What follows belongs to an exercise in optimizing a design on an open flow for small area, a short achievable clock period and few clock cycles; a production flow would make more cautious choices.
In this exercise RTL edits were held to simulation tests only and were not proved equivalent to the original.

Setup of run 1:
==> flow/design.v (excerpt) <==
module neuron_pe #(
    parameter int N     = 6,
    parameter int BITS  = 16,
    parameter int FRAC  = 8
) (
    input  logic                  clk,
    input  logic                  rst_n,
    input  logic                  load_w,
    input  logic                  start,
    input  logic                  bp,
    input  logic [1:0]            act_sel,
    input  logic [N*BITS-1:0]     x,
    input  logic [N*BITS-1:0]     w,
    input  logic [BITS-1:0]       b,
    input  logic [BITS-1:0]       dz_in,
    input  logic [BITS-1:0]       w_in,
    input  logic [BITS-1:0]       lr,
    output logic                  busy,
    output logic                  done,
    output logic [BITS-1:0]       y,
    output logic [(N+1)*BITS-1:0] w_out
);
    typedef logic signed [15:0] word_t;
    function automatic word_t sadd(input word_t a, input word_t c);
        logic signed [16:0] s;
        s = {a[15], a} + {c[15], c};
        if (s[16] != s[15])
            sadd = {s[16], {15{~s[16]}}};
        else
            sadd = s[15:0];
    endfunction
    function automatic word_t act_gate(input logic [1:0] a, input logic neg,
                                       input word_t v);
        act_gate = v;
        if (neg && (a != 2'b00)) begin
            if (a == 2'b10)
                act_gate = v >>> 3;
            else
                act_gate = '0;
        end
    endfunction
    function automatic word_t mux1h7(input logic [6:0] s, input word_t d0,
                                     input word_t d1, input word_t d2,
                                     input word_t d3, input word_t d4,
                                     input word_t d5, input word_t d6);
        mux1h7 = ({16{s[0]}} & d0) | ({16{s[1]}} & d1) | ({16{s[2]}} & d2) |
  ...
clock: 22.0 ns
lec_check: 0
abc_area: 1
cap_margin: 40
core_margin: 2
core_utilization: 55
slew_margin: 60
standard.sh (not shown) runs the stock make flow with config.mk's settings and CLKGATE_MAP_FILE= SYNTH_SCRIPT=/design/flow/synth_recipe.tcl, a recipe that flattens the netlist after the stock synthesis.
==> flow/flow/run.sh <==
#!/bin/bash
# Layout flow: the standard ORFS flow (standard synthesis unchanged), with
# the port buffers that global placement inserts made plain buf_1 cells
# instead of the default delay buffers. Every port still gets its buffer.
set -euo pipefail
export BUFFER_PORTS_ARGS="-buffer_cell sky130_fd_sc_hd__buf_1"
bash standard.sh > standard.log 2>&1
Testbench counts of run 1, summed over its fixed seeds: cycles 10,392.
Relative to run 1, the following input files were edited for run 2:
# run 1
export LEC_CHECK = 0
export ABC_AREA = 1
export CAP_MARGIN = 40
export CORE_MARGIN = 2
export CORE_UTILIZATION = 55
export SLEW_MARGIN = 60
create_clock -name core_clock -period 22.0 [get_ports {clk}]
# run 2
export LEC_CHECK = 0
export ABC_AREA = 1
export CAP_MARGIN = 60
export CORE_MARGIN = 2
export CORE_UTILIZATION = 40
export SLEW_MARGIN = 80
create_clock -name core_clock -period 22.0 [get_ports {clk}]
### Flow results
Per the comparison of run 2 with run 1, share of the clock period used by the worst path down 1.6 points. | setup slack | higher: run 2 |. Run comparison: run 1 last element of the critical path D[12]; run 2 last element of the critical path sb_d. From run 1 to run 2 the numbers moved as follows: flip-flop and latch count flat, critical path depth down 19, clock-buffer cell count down 3.4%, number of placed cells counting well taps up 290. Against run 1, run 2 comes in about 8% higher on cell area. Run comparison: run 1 source of the critical timing path r0[0]; run 2 source of the critical timing path load_w. Run 2 finished every stage and its layout cleared the timing, design-rule and antenna checks.
Setup changes, run 2 to run 3
# run 2
export LEC_CHECK = 0
export ABC_AREA = 1
export CAP_MARGIN = 60
export CORE_MARGIN = 2
export CORE_UTILIZATION = 40
export SLEW_MARGIN = 80
create_clock -name core_clock -period 22.0 [get_ports {clk}]
# run 3
export LEC_CHECK = 0
export ABC_AREA = 1
export CAP_MARGIN = 20
export CORE_MARGIN = 2
export CORE_UTILIZATION = 40
export SLEW_MARGIN = 20
create_clock -name core_clock -period 22.0 [get_ports {clk}]
==> flow/run.sh (new file) <==
#!/bin/bash
# synth_recipe.tcl (not shown) runs the flow's synth.tcl, then flattens the netlist and writes it again
# the make line also repeats each setting of config.mk as NAME=value (left out here)
make -C /OpenROAD-flow-scripts/flow DESIGN_CONFIG=/design/flow/config.mk WORK_HOME=/design/flow/orfs CLKGATE_MAP_FILE= SYNTH_SCRIPT=/design/flow/synth_recipe.tcl finish
removed: flow/flow/run.sh
removed: flow/standard.sh
==> comparison <==
Going from run 2 to run 3, number of cells in the design after placement now sits lower; sequential share of layout area now sits lower; final worst-path setup slack now sits lower. Run 3 reached the end of the flow, and the finished layout is clean on the timing, design-rule and antenna checks. Run 2 completed; timing, DRC and antenna clean. Taking run 2 as the reference, in run 3 total of endpoints with negative setup slack in the final report held, global-route wire length before repair rose 0.59%, count of non-CTS buffers in the layout lost about 16%, fraction of met1 tracks used by global routing up 0.80 points. Compared to run 2, the routing of run 3 uses more wire.
The following lists how run 4 was set up differently from run 3:
==> flow/flow/run.sh (new file) <==
#!/bin/bash
# Layout flow: the standard ORFS flow (standard synthesis unchanged), with
# the port buffers that global placement inserts made plain buf_1 cells
# instead of the default delay buffers. Every port still gets its buffer.
set -euo pipefail
export BUFFER_PORTS_ARGS="-buffer_cell sky130_fd_sc_hd__buf_1"
bash standard.sh > standard.log 2>&1
==> flow/standard.sh (new file) <==
#!/bin/bash
# synth_recipe.tcl (not shown) runs the flow's synth.tcl, then flattens the netlist and writes it again
# the make line also repeats each setting of config.mk as NAME=value (left out here)
make -C /OpenROAD-flow-scripts/flow DESIGN_CONFIG=/design/flow/config.mk WORK_HOME=/design/flow/orfs CLKGATE_MAP_FILE= SYNTH_SCRIPT=/design/flow/synth_recipe.tcl "${@:-finish}"
removed: flow/run.sh
## What came out
On largest net degree at the start of global routing, the higher figure sits with run 3, not run 4. Run 4: no failed stages, no open violations at the end. Run 4 against run 3: total wire length after detailed routing now sits lower, worst hold slack has remained practically unchanged. Re number of cells on the critical path: run 3 was lower than run 4. Run 4 against run 3: area growth from synthesis to layout dropped 10 points; first-pass GRT wire length dropped 2600 um. Relative to run 3, post-layout utilization of the core has gone down in run 4.
Inputs modified between run 4 and run 5:
# run 4
export LEC_CHECK = 0
export ABC_AREA = 1
export CAP_MARGIN = 20
export CORE_MARGIN = 2
export CORE_UTILIZATION = 40
export SLEW_MARGIN = 20
create_clock -name core_clock -period 22.0 [get_ports {clk}]
# run 5
export LEC_CHECK = 0
export ABC_AREA = 1
export CAP_MARGIN = 60
export CORE_MARGIN = 2
export CORE_UTILIZATION = 40
export SLEW_MARGIN = 90
create_clock -name core_clock -period 22.0 [get_ports {clk}]
[summary]
Diff run 4 -> run 5: HPWL reported at the end of detailed placement rose 86%; port buffer count about even; worst-case clock buffer depth about even.
Stage in which a tool error killed run 5: 5_1_grt.

==> separate check: timing with driven ports <==
The results above use ideal ports. As a check the final layouts listed here were re-extracted and re-timed, cells and wires unchanged.
Step 1: set_driving_cell puts a clkbuf_16 on clk and a buf_2 on each other input, an assumption about the parent block.
Step 2, shift: input delay + t, output delay - t, t = (earliest + latest rising clock arrival at the registers) / 2. This alone moves slack from input paths to output paths.
Three values: ideal, step 1, step 2; two values: the first two.
| run | shift t [ns] | slack for setup (ns) | latest minus earliest clock arrival (ns) |
|---|---|---|---|
| run 1 | 0.618 | 15.886 / 15.886 / 15.576 | 0.032 / 0.032 |
| run 2 | 0.639 | 16.244 / 16.196 / 15.638 | 0.037 / 0.037 |
| run 3 | 0.631 | 15.392 / 15.428 / 14.797 | 0.050 / 0.050 |
| run 4 | 0.658 | 15.732 / 15.732 / 15.153 | 0.067 / 0.068 |
After both steps setup and hold are still met in every run listed. For run 2, which loses most, drivers alone change the setup slack by -0.048 ns; drivers and shift together by -0.606 ns.
